From an optimization exercise on the open Yosys and OpenROAD flow, aimed at small area, a short achievable clock period and few clock cycles; shortcuts taken in it are not production practice. Only simulation tests tie the RTL to the original design; equivalence was not proved. No activity file was given, so power comes from the tool's default toggle rates.

File: flow/design.v
package rv_defs;
  typedef enum logic [2:0] {
    MD_MUL    = 3'b000,
    MD_MULH   = 3'b001,
    MD_MULHSU = 3'b010,
    MD_MULHU  = 3'b011,
    MD_DIV    = 3'b100,
    MD_DIVU   = 3'b101,
    MD_REM    = 3'b110,
    MD_REMU   = 3'b111
  } md_fun_e;
  localparam logic [2:0] ST_IDLE = 3'd0;
  localparam logic [2:0] ST_MUL  = 3'd1;   
  localparam logic [2:0] ST_MULC = 3'd2;   
  localparam logic [2:0] ST_DIV0 = 3'd3;   
  localparam logic [2:0] ST_DIV  = 3'd4;   
  localparam logic [2:0] ST_DONE = 3'd5;
  function automatic logic fun_is_div(logic [2:0] f);
    fun_is_div = f[2];
  endfunction
  function automatic logic fun_div_signed(logic [2:0] f);
    fun_div_signed = !f[0];
  endfunction
endpackage
module rv_divider (
  input  logic [31:0] x_i,
  output logic [5:0]  len_o
);
  logic [3:0] nz;
  logic [7:0] byte_sel;
  logic [1:0] bidx;
  logic [2:0] bit_idx;
  always_comb begin
    for (int i = 0; i < 4; i++) nz[i] = |x_i[8*i +: 8];
    bidx = 2'd0;
    for (int i = 1; i < 4; i++) if (nz[i]) bidx = 2'(i);
    byte_sel = x_i[8*bidx +: 8];
    bit_idx = 3'd0;
    for (int i = 1; i < 8; i++) if (byte_sel[i]) bit_idx = 3'(i);
    len_o = (|nz) ? {1'b0, bidx, bit_idx} + 6'd1 : 6'd0;
  end
endmodule
module rv_muldiv #(
  parameter int g_width = 32
) (
  input  logic               clk_i,
  input  logic               rst_n_i,
  input  logic               x_stall_i,
  input  logic               x_kill_i,
  input  logic               d_valid_i,
  input  logic               d_is_muldiv_i,
  input  logic [2:0]         d_fun_i,
  input  logic [g_width-1:0] d_rs1_i,
  input  logic [g_width-1:0] d_rs2_i,
  output logic               x_stall_req_o,
  output logic [g_width-1:0] x_rd_o,
  output logic               x_done_o
);
  logic [2:0]  state_q, state_d;
  logic [32:0] a_q, a_d;       
  logic [31:0] l_q, l_d;       
  logic [41:0] h_q, h_d;       
  logic [11:0] bsel_q, bsel_d;  
  logic [4:0]  cnt_q, cnt_d;
  logic        hi_q, hi_d, neg_q, neg_d, corr_q, corr_d, mhi_q, mhi_d;
  logic        start;
  assign start = rst_n_i & d_valid_i & d_is_muldiv_i & ~x_kill_i &
                 (state_q == rv_defs::ST_IDLE);
  logic        is_div, sa, sb, bz;
  logic [31:0] abs_a, abs_b;
  logic [5:0]  len_a_raw, len_b_raw;
  logic [4:0]  len_b_m1;
  assign is_div = rv_defs::fun_is_div(d_fun_i);
  assign sa     = rv_defs::fun_div_signed(d_fun_i) & d_rs1_i[31];
  assign sb     = rv_defs::fun_div_signed(d_fun_i) & d_rs2_i[31];
  assign abs_a  = sa ? -d_rs1_i : d_rs1_i;
  assign abs_b  = sb ? -d_rs2_i : d_rs2_i;
  assign bz     = (d_rs2_i == '0);
  rv_divider u_len_a (.x_i(d_rs1_i ^ {32{sa}}), .len_o(len_a_raw));
  rv_divider u_len_b (.x_i(d_rs2_i ^ {32{sb}}), .len_o(len_b_raw));
  assign len_b_m1 = (len_b_raw == 6'd0) ? 5'd0 : 5'(len_b_raw - 6'd1);
  function automatic logic [11:0] booth_dec(logic [8:0] x);
    logic [3:0] one, two, neg;
    for (int j = 0; j < 4; j++) begin
      one[j] = x[2*j] ^ x[2*j+1];
      two[j] = (x[2*j+2] & ~x[2*j+1] & ~x[2*j]) | (~x[2*j+2] & x[2*j+1] & x[2*j]);
      neg[j] = x[2*j+2];
    end
    booth_dec = {neg, two, one};
  endfunction
  localparam logic [11:0] BoothPlusOne = 12'b0000_0000_0001;
  logic [3:0]  b_one, b_two, b_neg;
  logic [33:0] pp [4];
  logic [41:0] h_in, msum;
  assign {b_neg, b_two, b_one} = bsel_q;
  always_comb begin
    for (int j = 0; j < 4; j++)
      pp[j] = (({34{b_one[j]}} & {a_q[32], a_q}) | ({34{b_two[j]}} & {a_q, 1'b0})) ^ {34{b_neg[j]}};
  end
  assign h_in = {{8{h_q[41]}}, h_q[41:8]};
  assign msum = h_in
              + {{8{pp[0][33]}}, pp[0]}
              + {{6{pp[1][33]}}, pp[1], 2'b0}
              + {{4{pp[2][33]}}, pp[2], 4'b0}
              + {{2{pp[3][33]}}, pp[3], 6'b0}
              + {35'd0, b_neg[3], 1'b0, b_neg[2], 1'b0, b_neg[1], 1'b0, b_neg[0]};
  logic [6:0]  dd;
  logic [33:0] diff;
  logic        ge;
  assign dd   = {1'b0, h_q[41:36]} + ~{2'b00, cnt_q} + {6'd0, h_q[35]};
  assign diff = {2'b00, h_q[31:0]} - {1'b0, a_q};
  assign ge   = ~diff[33];
  always_comb begin
    state_d       = state_q;
    a_d           = a_q;
    l_d           = l_q;
    h_d           = h_q;
    bsel_d        = bsel_q;
    cnt_d         = cnt_q;
    hi_d          = hi_q;
    neg_d         = neg_q;
    corr_d        = corr_q;
    mhi_d         = mhi_q;
    x_stall_req_o = 1'b0;
    x_done_o      = 1'b0;
    case (state_q)
      rv_defs::ST_IDLE: begin
        if (start) begin
          x_stall_req_o = 1'b1;
          if (is_div) begin
            a_d     = {1'b0, abs_b};
            h_d     = {len_a_raw, sa, 3'd0, abs_a};
            l_d     = bz ? '1 : '0;
            cnt_d   = len_b_m1;
            hi_d    = d_fun_i[1];
            mhi_d   = 1'b0;
            neg_d   = d_fun_i[1] ? sa : (sa ^ sb) & ~bz;
            state_d = bz ? rv_defs::ST_DONE : rv_defs::ST_DIV0;
          end else begin
            a_d     = {(d_fun_i[0] ^ d_fun_i[1]) & d_rs1_i[31], d_rs1_i};
            h_d     = '0;
            l_d     = d_rs2_i;
            bsel_d  = booth_dec({d_rs2_i[7:0], 1'b0});
            cnt_d   = 5'd3;
            hi_d    = 1'b0;
            mhi_d   = (d_fun_i[1:0] != 2'b00);
            neg_d   = 1'b0;
            corr_d  = d_fun_i[1] & d_rs2_i[31];
            state_d = rv_defs::ST_MUL;
          end
        end
      end
      rv_defs::ST_MUL: begin
        x_stall_req_o = 1'b1;
        h_d     = msum;
        l_d     = {msum[7:0], l_q[31:8]};
        bsel_d  = (cnt_q == 5'd0) ? BoothPlusOne : booth_dec(l_q[15:7]);
        cnt_d   = cnt_q - 5'd1;
        if (cnt_q == 5'd0) state_d = corr_q ? rv_defs::ST_MULC : rv_defs::ST_DONE;
      end
      rv_defs::ST_MULC: begin
        x_stall_req_o = 1'b1;
        h_d     = msum;
        hi_d    = 1'b1;
        mhi_d   = 1'b0;
        state_d = rv_defs::ST_DONE;
      end
      rv_defs::ST_DIV0: begin
        x_stall_req_o = 1'b1;
        a_d     = {1'b0, a_q[31:0]} << dd[4:0];
        cnt_d   = dd[4:0];
        state_d = dd[6] ? rv_defs::ST_DONE : rv_defs::ST_DIV;
      end
      rv_defs::ST_DIV: begin
        x_stall_req_o = 1'b1;
        a_d     = {1'b0, a_q[32:1]};
        h_d     = {10'd0, ge ? diff[31:0] : h_q[31:0]};
        l_d     = {l_q[30:0], ge};
        cnt_d   = cnt_q - 5'd1;
        state_d = (cnt_q == 5'd0) ? rv_defs::ST_DONE : rv_defs::ST_DIV;
      end
      rv_defs::ST_DONE: begin
        x_done_o = 1'b1;
        if (!x_stall_i) state_d = rv_defs::ST_IDLE;
      end
      default: state_d = rv_defs::ST_IDLE;
    endcase
    if (x_kill_i) begin
      state_d       = rv_defs::ST_IDLE;
      x_stall_req_o = 1'b0;
      x_done_o      = 1'b0;
    end
  end
  always_ff @(posedge clk_i or negedge rst_n_i) begin
    if (!rst_n_i) state_q <= rv_defs::ST_IDLE;
    else          state_q <= state_d;
  end
  always_ff @(posedge clk_i) begin
    a_q     <= a_d;
    l_q     <= l_d;
    h_q     <= h_d;
    bsel_q  <= bsel_d;
    cnt_q   <= cnt_d;
    hi_q    <= hi_d;
    neg_q   <= neg_d;
    corr_q  <= corr_d;
    mhi_q   <= mhi_d;
  end
  logic [31:0] res;
  assign res    = mhi_q ? h_q[39:8] : hi_q ? h_q[31:0] : l_q;
  assign x_rd_o = neg_q ? -res : res;
endmodule
File: flow/run.sh
#!/bin/bash
# synth_recipe.tcl (not shown) runs the flow's synth.tcl, then flattens the netlist and writes it again
# the make line also repeats each setting of config.mk as NAME=value (left out here)
make -C /OpenROAD-flow-scripts/flow DESIGN_CONFIG=/design/flow/config.mk WORK_HOME=/design/flow/orfs CLKGATE_MAP_FILE= SYNTH_SCRIPT=/design/flow/synth_recipe.tcl finish
File: flow/config.mk
export PLATFORM = sky130hd
export DESIGN_NAME = rv_muldiv
export DESIGN_NICKNAME = rv_muldiv
export VERILOG_FILES = /design/flow/design.v
export SDC_FILE = /design/flow/constraint.sdc
export NUM_CORES = 4
export LEC_CHECK = 0
export CAP_MARGIN = 20
export CORE_MARGIN = 2
export CORE_UTILIZATION = 40
export SLEW_MARGIN = 20
File: flow/constraint.sdc
create_clock -name core_clock -period 10.0 [get_ports {clk_i}]
set_input_delay 2.0000 -clock core_clock [delete_from_list [all_inputs] [get_ports {clk_i}]]
set_output_delay 2.0000 -clock core_clock [all_outputs]
set_load 0.01 [all_outputs]
==> results of run 1 <==
## critical path: stages, from the launching register on
cell and delay (ns):
edfxtp_1 0.34, buf_4 0.44, mux2_2 0.41, mux2i_1 0.29, and4_1 0.29, and3_1 0.19
nand2_1 0.11, or3_1 0.45, nand2b_1 0.19, nand2b_1 0.18, or2_1 0.27, o21ai_0 0.20
xor2_1 0.21, clkdlybuf4s50_1 0.57
## cell families after synthesis
group	Yosys count	synth area share [%]
AOI/OAI and AO/OA	840	25.7
and+or+nand+nor	581	12.7
buffers and inverters	506	8.76
xor gates and xnor gates	303	12.1
adders and majority gates	239	17.4
DFF	131	17.8
muxes	102	5.51
## metal layers
layer / vias up / part of all wire, % / wire length [um]
li1: 9499 / - / -
met1: 10300 / 40 / 34400
met4: 0 / 4.6 / 3990
met2: 1161 / 47 / 40200
met5: - / 0 / 0
met3: 214 / 9.1 / 7870
## layout by cell type, fill, tap and decap left out, drive strengths merged, types with 12 or more instances in the layout
cell type and count:
o221ai 34, xor2 74, inv 280, mux2i 77, xnor2 229, nor3 32, a221o 28, and2 17
nor2 149, fa 111, edfxtp 128, a211oi 29, clkbuf 18, nor4 13, ha 128, a21o 47
nand2 186, a31oi 16, and3 18, or3 18, clkdlybuf4s50 105, o211ai 32, a21oi 177, o22ai 18
a22oi 158, o21ai 176, a211o 12, nand3 37, o31ai 12, mux4 14, buf 44, nand2b 46
nand4 18, nor2b 16
## Yosys cell counts (all sizes together) (46+ instances only)
| cell | count | area (um2) |
|---|---|---|
| o21ai | 176 | 881 |
| nand2 | 186 | 698 |
| xnor2 | 229 | 2010 |
| nor2 | 149 | 562 |
| a22oi | 158 | 1190 |
| ha | 128 | 1600 |
| mux2i | 77 | 771 |
| fa | 111 | 2220 |
| edfxtp | 128 | 3840 |
| clkbuf | 203 | 762 |
| a21o | 47 | 354 |
| a21oi | 177 | 886 |
| inv | 276 | 1040 |
| nand2b | 46 | 288 |
| xor2 | 74 | 648 |
## path summary, 6_finish.rpt
check / startpoint / endpoint / slack (ns) / depth (start not counted)
max in group asynchronous: rst_n_i / state_q[1] / 8.14 / 1
max: hi_q / x_rd_o[28] / 3.33 / 13
min in group asynchronous: rst_n_i / state_q[0] / 1.71 / 1
min: l_q[1] / l_q[2] / 0.60 / 2
min reg2reg: l_q[1] / l_q[2] / 0.60 / 2
max reg2reg: bsel_q[0] / h_q[40] / 3.55 / 20
## layout make-up
class | instances | area share, %
Antenna cell | 1 | 0.0104
Clock buffer | 18 | 1.79
Clock inverter | 14 | 0.543
Inverter | 276 | 4.33
Multi-Input combinational cell | 2065 | 67.6
Sequential cell | 131 | 16.4
Tap cell | 696 | 3.64
Timing Repair Buffer | 149 | 5.76
## where the power goes
group | switching, mW | total (mW) | leakage [nW] | internal (mW)
Combinational | 2.93 | 4.86 | 8.23 | 1.92
Clock | 0.290 | 0.634 | 0.267 | 0.344
Sequential | 0.124 | 0.811 | 1.23 | 0.687
Total | 3.35 | 6.30 | 9.73 | 2.96
## state kept, by name (all words and copies together), names as in the netlist
name	cells
hi_q	1
bsel_q	12
l_q	32
cnt_q	5
neg_q	1
h_q	42
corr_q	1
mhi_q	1
a_q	33
state_q	3
==> flow_summary.ini, run 1 <==
[grt]
grt.overflow.total = 0
grt_max_degree = 92
antenna_found_initial = 2
grt_util_met1_pct = 38.4
grt_pass1_vias = 20600
grt_util_all_layers_pct = 30.2
met3_usage_pct = 5.71
grt_busiest_layer = met2
grt_pass1_wl_um = 129000
use_met2_pct = 50.1

[critical_path]
cp_max_fo = 32
cp.required_ns = 8.00
arrival_ns = 4.67
end_kind = output pin
crit_type = reg2out
start_kind = flip-flop

[power]
power.leakage_nw = 9.73
power_mw = 6.30
vdd.ir_drop.worst_mv = 0.214
p_per_area_nw_per_um2 = 263

[timing]
layout_min_cycle_time_ns = 6.67
rsz0062_at_grt = no
worstMarginPinSlew_ns = 1.09
setup_viol = 0
hold_viol = 0
finalSetupTns_ns = 0
maxSlewViolCount = 0
period_share_pct = 66.7
fmax_ghz = 0.150
hold_slack_ns = 0.595
fin_ws_ns = 3.33
maxSlewHeadroom_pct = 26.9
skew_ns = 0.0156

[synth]
avgSynthCellArea_um2 = 8.13
synthFlopType = edfxtp_1
netlist_area_um2 = 22000
syn_nets = 3014
synth_seq_cells = 131
yosys_warnings = 3
seq_area_frac_synth_pct = 17.8
synth_edf_count = 128
synth_cells = 2702
synthArstFlopShare_pct = 2.29
synth.distinct_cells = 87

[clocking]
insertion_delay_ns = 0.47
cts_sinks = 131
root_buffer = clkbuf_16
postCtsHoldBufs = 0
numCtsBuffers = 17
clk_pin_slew_ns = 0.07
cts_tree = yes
cts_resized = 0
postCtsSetupRepairBufs = 0
htree_levels = 4
cts_buffer_depth = 2

[cells_and_area]
area_delta_synth_final_pct = 8.99
register_area_um2 = 3920
nets = 2952
finish.utilization_pct = 44.3
multiInputGateArea_um2 = 16200
finalNonFillerCells = 3350
drive_gt1_share_pct = 5.35
num-fill-cells = 5407
finalInstanceArea_um2 = 23900

[place]
dp.cells = 3317
dpl.hpwl_um = 66800
place_area_um2 = 23400
pre_cts_ws_ns = 3.41
globalplace.congestion = 0.975
portBuffers = 106

[routing]
dr.pass1.iters = 6
vias = 21200
first_iter_violations = 2394
antenna_left = 0
post_drt_wl_per_cell_um = 25.8
drc = 0
drt-total-wl_um = 86500
vias_per_cell = 6.32

[floorplanning]
dieArea_um2 = 56800
die_x_um = 238
dieHeight_um = 238
num_rows = 85
core-area_um2 = 54000
initial_core_util_pct = 40.7
ios = 107

[job]
drv_cap = 0

[hold_path]
hold_class = reg2reg

[outcome]
status = timing/DRC/antenna clean
Testbench counts, summed over its fixed seeds: cycles 21,290.
==> run 2: changes to the inputs <==
--- a/flow/config.mk
+++ b/flow/config.mk
@@ -5,7 +5,9 @@
 export SDC_FILE = /design/flow/constraint.sdc
 export NUM_CORES = 4
 export LEC_CHECK = 0
+export ABC_CLOCK_PERIOD_IN_PS = 5000
 export CAP_MARGIN = 20
 export CORE_MARGIN = 2
-export CORE_UTILIZATION = 40
+export CORE_UTILIZATION = 55
+export SETUP_SLACK_MARGIN = 4.5
 export SLEW_MARGIN = 20
==> flow_summary.ini, run 2 <==
[power]
vdd.ir_drop.worst_mv = 0.246
p_per_area_nw_per_um2 = 296
power.leakage_nw = 10.9
power_mw = 7.77

[critical_path]
cp.required_ns = 10.19
reg2reg_from = bsel_q[0]
arrival_ns = 5.79
reg2reg_slack_ns = 4.41
end_kind = flip-flop
reg2regPathDepth = 23
start_kind = flip-flop
crit_type = reg2reg
r2r_end = h_q[41]
cp_max_fo = 4

[place]
dp.cells = 3143
place_area_um2 = 23200
portBuffers = 106
pre_cts_ws_ns = 3.17
dpl.hpwl_um = 64100
globalplace.congestion = 1.03

[timing]
maxSlewViolCount = 0
finalSetupTns_ns = 0
hold_slack_ns = 0.582
fmax_ghz = 0.179
rsz0062_at_grt = yes
hold_viol = 0
setup_viol = 0
maxSlewHeadroom_pct = 21.6
layout_min_cycle_time_ns = 5.59
period_share_pct = 55.9
worstMarginPinSlew_ns = 1.17
skew_ns = 0.0169
fin_ws_ns = 4.41

[floorplanning]
core-area_um2 = 39500
initial_core_util_pct = 55.6
num_rows = 73
dieHeight_um = 204
dieArea_um2 = 41600
die_x_um = 204
ios = 107

[grt]
grt_pass1_wl_um = 132000
grt_util_all_layers_pct = 42.4
antenna_found_initial = 5
grt_pass1_vias = 21300
grt_max_degree = 90
grt.overflow.total = 0

[cells_and_area]
drive_gt1_share_pct = 16.5
nets = 3074
multiInputGateArea_um2 = 17400
largest_reg_flops = 42
register_area_um2 = 3920
final_cell_mix = 266 x inv_1, 217 x xnor2_1, 182 x nand2_1
area_delta_synth_final_pct = 19.6
reg.largest.list = h_q: 42 flops, a_q: 33 flops, l_q: 32 flops
num-fill-cells = 3252
finalInstanceArea_um2 = 26300
top_register = h_q
final_common_cell = inv_1
finish.utilization_pct = 66.4
finalNonFillerCells = 3301

[hold_path]
hold_depth = 1
min_to = l_q[23]
hold_class = reg2reg
hold_start = l_q[31]

[synth]
synthTopCellsByArea = edfxtp_1 17%, fa_1 10%, xnor2_1 9.1%
syn_nets = 3014
synthArstFlopShare_pct = 2.29
synth_top_area_share_pct = 17.5
synth_cells = 2702
synth.distinct_cells = 87
yosysTopAreaCell = edfxtp_1
avgSynthCellArea_um2 = 8.13
yosys-top-cells-count = 276 x inv_1, 229 x xnor2_1, 203 x clkbuf_1
seq_area_frac_synth_pct = 17.8
synthFlopType = edfxtp_1
yosys_warnings = 3
yosysMostFrequentCell = inv_1
netlist_area_um2 = 22000
synth_seq_cells = 131
synth_edf_count = 128

[outcome]
status = timing/DRC/antenna clean

[routing]
post_drt_wl_per_cell_um = 27.3
vias = 22300
vias_per_cell = 6.76
first_iter_violations = 2991
dr.pass1.iters = 6
antenna_left = 0
drt-total-wl_um = 90000
drc = 0

[job]
drv_cap = 0

[clocking]
cts_tree = yes
root_buffer = clkbuf_16
postCtsHoldBufs = 0
numCtsBuffers = 17
htree_levels = 4
cts_buffer_depth = 2
insertion_delay_ns = 0.46
cts_sinks = 131
clk_pin_slew_ns = 0.07
## run 2: cell counts after synthesis
Identical to the previous run, type by type.
## run 2: cell families (layout without fill, tap and decap cells)
logic type                 count (synthesis)  count (layout)  share of synthesized area (%)
buffers and inverters                    506             578                           8.76
and+or+nand+nor                          581             582                           12.7
adders and majority gates                239             239                           17.4
AOI/OAI and AO/OA                        840             840                           25.7
DFF                                      131             131                           17.8
muxes                                    102             102                           5.51
xor gates and xnor gates                 303             303                           12.1
other                                      0               1                              0
## run 2: worst max path at each step
stage	from	to	cells past startpoint
3_3_place_gp	d_fun_i[0]	h_q[40]	15
5_1_grt	bsel_q[0]	h_q[41]	23
6_report	bsel_q[0]	h_q[41]	23
3_5_place_dp	d_fun_i[0]	h_q[40]	15
2_1_floorplan	bsel_q[9]	h_q[29]	20
4_1_cts	bsel_q[0]	h_q[41]	26
## run 2: critical path, stage by stage (launching register included)
cell and delay (ns):
edfxtp_1 0.38, buf_6 0.15, buf_12 0.13, buf_16 0.13, a22oi_2 0.23, xnor2_2 0.16, fa_1 0.47, fa_1 0.57
inv_2 0.04, fa_1 0.49, inv_2 0.05, ha_4 0.28, and3_4 0.20, nand3_2 0.06, a2111o_1 0.46, buf_6 0.16
a211oi_4 0.28, o21ai_4 0.13, o31ai_4 0.32, a21oi_2 0.10, nor2b_2 0.14, o21a_1 0.18, nand3b_1 0.13, nand4_1 0.10
## run 2: layout make-up
class / instances / area share [%]
Inverter: 276 / 3.95
Multi-Input combinational cell: 2066 / 66.3
Sequential cell: 131 / 14.9
Clock inverter: 15 / 0.738
Tap cell: 525 / 2.50
Timing Repair Buffer: 270 / 9.96
Clock buffer: 17 / 1.62
Antenna cell: 1 / 0.00952
## run 2: per-layer routing
layer	global-route usage, %	share of wire (%)
met1	52.9	38
met2	66.1	44
met5	0	0.058
met4	22.9	6.0
met3	12.6	12
## run 2: repair_timing
| action | in CTS | in global routing |
|---|---|---|
| endpoints found under the setup margin | 49 | 31 |
| resized for setup | 239 | 143 |
| gates cloned | 8 | 1 |
| setup buffers | 90 | 26 |
| pin swaps | 81 | 91 |
## run 2: report_power, final
group | internal [mW] | switching (mW) | leakage (nW)
clock | 0.400 | 0.298 | 0.300
combinational | 2.69 | 3.58 | 9.38
sequential | 0.687 | 0.116 | 1.23
total | 3.78 | 3.99 | 10.9
==> run 3: changes to the inputs <==
--- a/flow/design.v
+++ b/flow/design.v
@@ -57,7 +57,7 @@
   output logic               x_done_o
 );
   logic [2:0]  state_q, state_d;
-  logic [32:0] a_q, a_d;       
+  logic [33:0] a_q, a_d;       
   logic [31:0] l_q, l_d;       
   logic [41:0] h_q, h_d;       
   logic [11:0] bsel_q, bsel_d;  
@@ -95,7 +95,7 @@
   assign {b_neg, b_two, b_one} = bsel_q;
   always_comb begin
     for (int j = 0; j < 4; j++)
-      pp[j] = (({34{b_one[j]}} & {a_q[32], a_q}) | ({34{b_two[j]}} & {a_q, 1'b0})) ^ {34{b_neg[j]}};
+      pp[j] = (({34{b_one[j]}} & {a_q[32], a_q[32:0]}) | ({34{b_two[j]}} & {a_q[32:0], 1'b0})) ^ {34{b_neg[j]}};
   end
   assign h_in = {{8{h_q[41]}}, h_q[41:8]};
   assign msum = h_in
@@ -105,11 +105,15 @@
               + {{2{pp[3][33]}}, pp[3], 6'b0}
               + {35'd0, b_neg[3], 1'b0, b_neg[2], 1'b0, b_neg[1], 1'b0, b_neg[0]};
   logic [6:0]  dd;
-  logic [33:0] diff;
-  logic        ge;
-  assign dd   = {1'b0, h_q[41:36]} + ~{2'b00, cnt_q} + {6'd0, h_q[35]};
-  assign diff = {2'b00, h_q[31:0]} - {1'b0, a_q};
-  assign ge   = ~diff[33];
+  logic [34:0] diff1, diff2;
+  logic [31:0] rem1;
+  logic        ge1, ge2;
+  assign dd    = {1'b0, h_q[41:36]} + ~{2'b00, cnt_q} + {6'd0, h_q[35]};
+  assign diff1 = {3'b000, h_q[31:0]} - {1'b0, a_q};
+  assign ge1   = ~diff1[34];
+  assign rem1  = ge1 ? diff1[31:0] : h_q[31:0];
+  assign diff2 = {3'b000, rem1} - {2'b00, a_q[33:1]};
+  assign ge2   = ~diff2[34];
   always_comb begin
     state_d       = state_q;
     a_d           = a_q;
@@ -128,7 +132,7 @@
         if (start) begin
           x_stall_req_o = 1'b1;
           if (is_div) begin
-            a_d     = {1'b0, abs_b};
+            a_d     = {2'b00, abs_b};
             h_d     = {len_a_raw, sa, 3'd0, abs_a};
             l_d     = bz ? '1 : '0;
             cnt_d   = len_b_m1;
@@ -137,7 +141,7 @@
             neg_d   = d_fun_i[1] ? sa : (sa ^ sb) & ~bz;
             state_d = bz ? rv_defs::ST_DONE : rv_defs::ST_DIV0;
           end else begin
-            a_d     = {(d_fun_i[0] ^ d_fun_i[1]) & d_rs1_i[31], d_rs1_i};
+            a_d     = {1'b0, (d_fun_i[0] ^ d_fun_i[1]) & d_rs1_i[31], d_rs1_i};
             h_d     = '0;
             l_d     = d_rs2_i;
             bsel_d  = booth_dec({d_rs2_i[7:0], 1'b0});
@@ -167,15 +171,15 @@
       end
       rv_defs::ST_DIV0: begin
         x_stall_req_o = 1'b1;
-        a_d     = {1'b0, a_q[31:0]} << dd[4:0];
-        cnt_d   = dd[4:0];
+        a_d     = {2'b00, a_q[31:0]} << {dd[4:1], 1'b1};
+        cnt_d   = {1'b0, dd[4:1]};
         state_d = dd[6] ? rv_defs::ST_DONE : rv_defs::ST_DIV;
       end
       rv_defs::ST_DIV: begin
         x_stall_req_o = 1'b1;
-        a_d     = {1'b0, a_q[32:1]};
-        h_d     = {10'd0, ge ? diff[31:0] : h_q[31:0]};
-        l_d     = {l_q[30:0], ge};
+        a_d     = {2'b00, a_q[33:2]};
+        h_d     = {10'd0, ge2 ? diff2[31:0] : rem1};
+        l_d     = {l_q[29:0], ge1, ge2};
         cnt_d   = cnt_q - 5'd1;
         state_d = (cnt_q == 5'd0) ? rv_defs::ST_DONE : rv_defs::ST_DIV;
       end
==> flow_summary.ini, run 3 <==
[outcome]
status = timing/DRC/antenna clean

[place]
dpl.hpwl_um = 72800
pre_cts_ws_ns = 2.30
portBuffers = 106
dp.cells = 3429
globalplace.congestion = 1.08

[clocking]
htree_levels = 4
cts_tree = yes
cts_sinks = 132
insertion_delay_ns = 0.46
root_buffer = clkbuf_16
cts_buffer_depth = 2
numCtsBuffers = 17
clk_pin_slew_ns = 0.07

[cells_and_area]
drive_gt1_share_pct = 18.6
area_delta_synth_final_pct = 21.0
nets = 3442
final_common_cell = inv_1
reg.largest.list = h_q: 42 flops, a_q: 34 flops, l_q: 32 flops
finalNonFillerCells = 3650
top_register = h_q
largest_reg_flops = 42
final_cell_mix = 258 x inv_1, 240 x nand2_1, 215 x xnor2_1

[floorplanning]
initial_core_util_pct = 56.0
dieHeight_um = 211
num_rows = 75
die_x_um = 211
dieArea_um2 = 44700
ios = 107
core-area_um2 = 42200

[power]
vdd.ir_drop.worst_mv = 0.416
power_mw = 7.80
p_per_area_nw_per_um2 = 273
power.leakage_nw = 11.8

[grt]
antenna_found_initial = 3
grt_max_degree = 74
grt_pass1_vias = 23500
grt_pass1_wl_um = 147000
grt_util_all_layers_pct = 44.4
grt.overflow.total = 0

[critical_path]
cp_max_fo = 11
crit_type = reg2reg
start_kind = flip-flop
slowest_delay_ns = 0.71
path_cells = inv_1, ha_1, and2_1, a21oi_1, a21o_1, o32a_4, bufbuf_16, buf_4, o21ai_1, ha_1, nand2_2, nor2_4, and3_1, and2_1, a221oi_4, o31ai_2, a311oi_2, buf_4, nor2_4, buf_6, nand2_4, o22ai_1, a221o_1
crit_slowest_cell = edfxtp_1
end_kind = flip-flop
cp.required_ns = 10.21
arrival_ns = 5.92

[timing]
maxSlewViolCount = 0
fin_ws_ns = 4.29
rsz0062_at_grt = yes
skew_ns = 0.0143
worstMarginPinSlew_ns = 1.24
fmax_ghz = 0.175
finalSetupTns_ns = 0
period_share_pct = 57.1
setup_viol = 0
hold_viol = 0
hold_slack_ns = 0.594
maxSlewHeadroom_pct = 17.4
layout_min_cycle_time_ns = 5.71

[synth]
netlist_area_um2 = 23600
synthArstFlopShare_pct = 2.27
yosys_warnings = 3
syn_nets = 3324
avgSynthCellArea_um2 = 7.94
synth_cells = 2979
yosysMostFrequentCell = inv_1
synthFlopType = edfxtp_1
seq_area_frac_synth_pct = 16.7
yosys-top-cells-count = 267 x inv_1, 253 x nand2_1, 231 x a21oi_1
synthTopCellsByArea = edfxtp_1 16%, fa_1 9.4%, ha_1 8.5%
synth_edf_count = 129
yosysTopAreaCell = edfxtp_1
synth.distinct_cells = 104
synth_top_area_share_pct = 16.4
synth_seq_cells = 132

[routing]
vias = 25300
drc = 0
first_iter_violations = 3939
drt-total-wl_um = 102000
antenna_left = 0
vias_per_cell = 6.94
post_drt_wl_per_cell_um = 27.8
dr.pass1.iters = 7

[hold_path]
hold_class = reg2reg

[job]
drv_cap = 0
[run 3: worst max-delay path, delay by kind of cell (launching register included)]
family	cells	cell delay, ns
AO/OA/AOI/OAI	9	1.87
flip-flops	1	0.71
adder cells (fa/ha/maj)	2	0.79
AND/OR/NAND/NOR	7	0.97
buffers and inverters	5	1.12
[run 3: cell type report]
type | count | area [um2]
flip-flops and latches | 132 | 3950
well taps | 539 | 674
clock inverters | 13 | 170
clock buffers | 18 | 429
repair buffers | 331 | 3000
fillers | 3508 | 13600
multi-input cells | 2347 | 19400
diodes | 2 | 5.00
inverters | 268 | 1010
[run 3: repair_timing]
item | CTS | global route
setup buffers | 128 | 46
gates cloned | 12 | 2
pin swaps | 116 | 71
resized for setup | 312 | 170
hold buffers | 0 | 0
setup endpoints to repair | 76 | 65
[run 3: worst paths after layout]
path | startpoint | end | slack (ns) | depth (start not counted)
worst min register to register | l_q[31] | l_q[23] | 0.59 | 1
min in group asynchronous | rst_n_i | state_q[2] | 1.36 | 1
worst max register to register | a_q[25] | h_q[29] | 4.29 | 23
worst min-delay path | l_q[31] | l_q[23] | 0.59 | 1
max in group asynchronous | rst_n_i | state_q[0] | 8.46 | 1
worst max-delay path | a_q[25] | h_q[29] | 4.29 | 23
[run 3: cell families after synthesis]
kind of cell	count (synthesis)	synth area share, %
simple gates	699	13.8
mux	91	4.03
flops	132	16.7
fa+ha+maj	272	17.9
xor+xnor	322	11.9
compound gates	958	27.1
buf+inv	505	8.52
[run 3: per-layer routing]
| metal | global-route usage (%) | part of all wire, % | vias up |
|---|---|---|---|
| met5 | 0 | 0.027 | - |
| met4 | 27.2 | 7.3 | 4 |
| met3 | 11.1 | 14 | 412 |
| met2 | 64.8 | 41 | 1874 |
| met1 | 58.8 | 38 | 12100 |
| li1 | - | - | 10900 |
[run 3: through the flow]
stage,cell area [um2],util [%]
6_report,28600,67.8
5_1_grt,28600,67.7
4_1_cts,27700,65.6
3_5_place_dp,24900,59.0
3_3_place_gp,24900,58.9
2_1_floorplan,23900,-
[run 3: report_power, final]
group	internal (mW)	switching [mW]	total (mW)
clock network	0.395	0.293	0.688
logic	2.65	3.68	6.33
registers	0.690	0.0910	0.781
Testbench counts of run 3, summed over its fixed seeds: cycles 19,097.
==> run 4: changes to the inputs <==
==> flow/config.mk (replaced) <==
export PLATFORM = sky130hd
export DESIGN_NAME = rv_muldiv
export DESIGN_NICKNAME = rv_muldiv
export VERILOG_FILES = /design/flow/design.v
export SDC_FILE = /design/flow/constraint.sdc
export NUM_CORES = 4
export LEC_CHECK = 0
export ABC_CLOCK_PERIOD_IN_PS = 4500
export CAP_MARGIN = 20
export CORE_MARGIN = 2
export CORE_UTILIZATION = 55
export SETUP_SLACK_MARGIN = 5.0
export SLEW_MARGIN = 20
==> flow_summary.ini, run 4 <==
[routing]
post_drt_wl_per_cell_um = 28.1
antenna_left = 0
vias = 26200
dr.pass1.iters = 13
first_iter_violations = 4120
vias_per_cell = 7.00
drt-total-wl_um = 105000
drc = 0

[cells_and_area]
top_register = h_q
area_delta_synth_final_pct = 28.0
drive_gt1_share_pct = 24.5
n_antenna_cell = 0
final_common_cell = inv_1
largest_reg_flops = 42
final_cell_mix = 252 x inv_1, 237 x nand2_1, 233 x buf_4
reg.largest.list = h_q: 42 flops, a_q: 34 flops, l_q: 32 flops
nets = 3537

[clocking]
insertion_delay_ns = 0.46
root_buffer = clkbuf_16
clk_pin_slew_ns = 0.08
numCtsBuffers = 17
htree_levels = 4
cts_buffer_depth = 2
cts_tree = yes
cts_sinks = 132

[floorplanning]
num_rows = 75
die_x_um = 211
dieArea_um2 = 44700
initial_core_util_pct = 56.0
ios = 107
core-area_um2 = 42200
dieHeight_um = 211

[timing]
fin_ws_ns = 4.16
setup_viol = 0
skew_ns = 0.0171
worstMarginPinSlew_ns = 1.24
period_share_pct = 58.4
rsz0062_at_grt = yes
maxSlewViolCount = 0
hold_viol = 0
fmax_ghz = 0.171
finalSetupTns_ns = 0
layout_min_cycle_time_ns = 5.84
maxSlewHeadroom_pct = 16.8

[synth]
synth_top_area_share_pct = 16.4
yosys_warnings = 3
synthArstFlopShare_pct = 2.27
synth_cells = 2979
netlist_area_um2 = 23600
synth_seq_cells = 132
avgSynthCellArea_um2 = 7.94
synthFlopType = edfxtp_1
yosys-top-cells-count = 267 x inv_1, 253 x nand2_1, 231 x a21oi_1
yosysMostFrequentCell = inv_1
syn_nets = 3324
seq_area_frac_synth_pct = 16.7
synthTopCellsByArea = edfxtp_1 16%, fa_1 9.4%, ha_1 8.5%
synth.distinct_cells = 104
yosysTopAreaCell = edfxtp_1
synth_edf_count = 129

[place]
portBuffers = 106
pre_cts_ws_ns = 1.97
globalplace.congestion = 1.00
dpl.hpwl_um = 72100

[critical_path]
start_kind = flip-flop
cp_max_fo = 6
reg2regPathDepth = 26
end_kind = flip-flop
crit_slowest_cell = or4_4
slowest_delay_ns = 0.49
reg2reg_from = h_q[0]
crit_type = reg2reg
arrival_ns = 6.05
cp.required_ns = 10.21
r2r_end = h_q[26]
reg2reg_slack_ns = 4.16

[power]
p_per_area_nw_per_um2 = 268
vdd.ir_drop.worst_mv = 0.308
power.leakage_nw = 12.6

[grt]
grt_util_all_layers_pct = 45.0
antenna_found_initial = 3
grt_pass1_vias = 24200
grt.overflow.total = 0
grt_max_degree = 74
grt_pass1_wl_um = 150000

[hold_path]
hold_depth = 1
hold_start = l_q[31]
hold_class = reg2reg
min_to = l_q[23]

[outcome]
status = timing/DRC/antenna clean

[job]
drv_cap = 0
## run 4: report_power, final
part	internal [mW]	total, mW	switching [mW]
clock	0.354	0.664	0.311
combinational	2.79	6.66	3.87
sequential	0.690	0.782	0.0918
## run 4: through the flow
step	cell area, um2	power [mW]	util, %	hold WS (ns)	std cells
2_1_floorplan	24200	4.43	-	0.547	2979
3_3_place_gp	25000	5.82	59.3	0.562	3422
3_5_place_dp	25100	5.92	59.4	0.573	3424
4_1_cts	28600	7.48	67.8	0.588	3657
5_1_grt	30300	8.54	71.7	0.617	3744
6_report	30300	8.11	71.7	0.587	3744
## run 4: what timing repair did
action,CTS,global route
setup endpoints to repair,114,108
pin swaps,158,116
hold buffers,0,0
buffers inserted,188,81
gates resized for setup,501,232
cloned,13,5
## run 4: final cells by class
| type | instances | area (um2) |
|---|---|---|
| multi-input cells | 2347 | 20000 |
| fillers | 3299 | 12000 |
| repair buffers | 426 | 4020 |
| flip-flops and latches | 132 | 3950 |
| inverters | 268 | 1010 |
| well taps | 539 | 674 |
| clock buffers | 17 | 425 |
| clock inverters | 15 | 158 |
## run 4: kinds of logic after synthesis
group | synth area share (%)
flip-flops | 16.7
XOR/XNOR | 11.9
AND/OR/NAND/NOR | 13.8
buffers and inverters | 8.52
AO/OA/AOI/OAI | 27.1
adder cells (fa/ha/maj) | 17.9
multiplexers | 4.03
## run 4: worst max path at each step
stage                     start  endpoint  slack [ns]  cells after the start
floorplan           d_rs2_i[19]  cnt_q[3]        4.41                     17
global placement         a_q[0]   h_q[26]        2.17                     22
detailed placement       a_q[0]   h_q[26]        1.97                     22
CTS                      h_q[0]   h_q[26]        4.12                     25
global route          bsel_q[4]   h_q[19]        4.03                     22
finish                   h_q[0]   h_q[26]        4.16                     26
## run 4: metal layers
layer,vias to the layer above,GRT usage [%],share of wire (%)
met5,-,0,0.087
met4,6,23.9,7.4
met3,468,10.4,14
met2,2139,67.8,42
met1,12500,60.0,37
li1,11100,-,-
## run 4: worst max-delay path, delay by kind of cell (launching register included)
kind / cells / cell delay, ns
multiplexers: 1 / 0.32
AO/OA/AOI/OAI: 13 / 2.55
adder cells (fa/ha/maj): 3 / 0.83
flip-flops: 1 / 0.43
AND/OR/NAND/NOR: 3 / 0.74
buffers and inverters: 6 / 0.71

re-timing with driven ports:
Ports are ideal in the flow. The routed layouts listed here were re-timed in OpenROAD. Step 1 assumes that a clkbuf_16 drives the clock port and a buf_2 every other input. Step 2 moves the port delays by t, midway between the first and last clock arrival at a register: inputs arrive t later, outputs are due t later. That takes back most of the time a late clock gives input paths. Three values: no drivers, after step 1, after step 2; two values: the first two.
run | t (ns) | slack for setup (ns) | hold WS [ns]
run 1 | 0.520 | 3.327 / 3.269 / 3.383 | 0.595 / 0.595 / 0.595
run 2 | 0.510 | 4.408 / 4.390 / 4.150 | 0.582 / 0.582 / 0.582
run 3 | 0.510 | 4.287 / 4.287 / 3.827 | 0.594 / 0.594 / 0.594
run 4 | 0.506 | 4.162 / 4.162 / 3.983 | 0.587 / 0.587 / 0.587
After both steps every run listed still meets setup and hold. For run 3, which loses most, drivers alone change the setup slack by 0.000 ns; drivers and shift together by -0.460 ns.
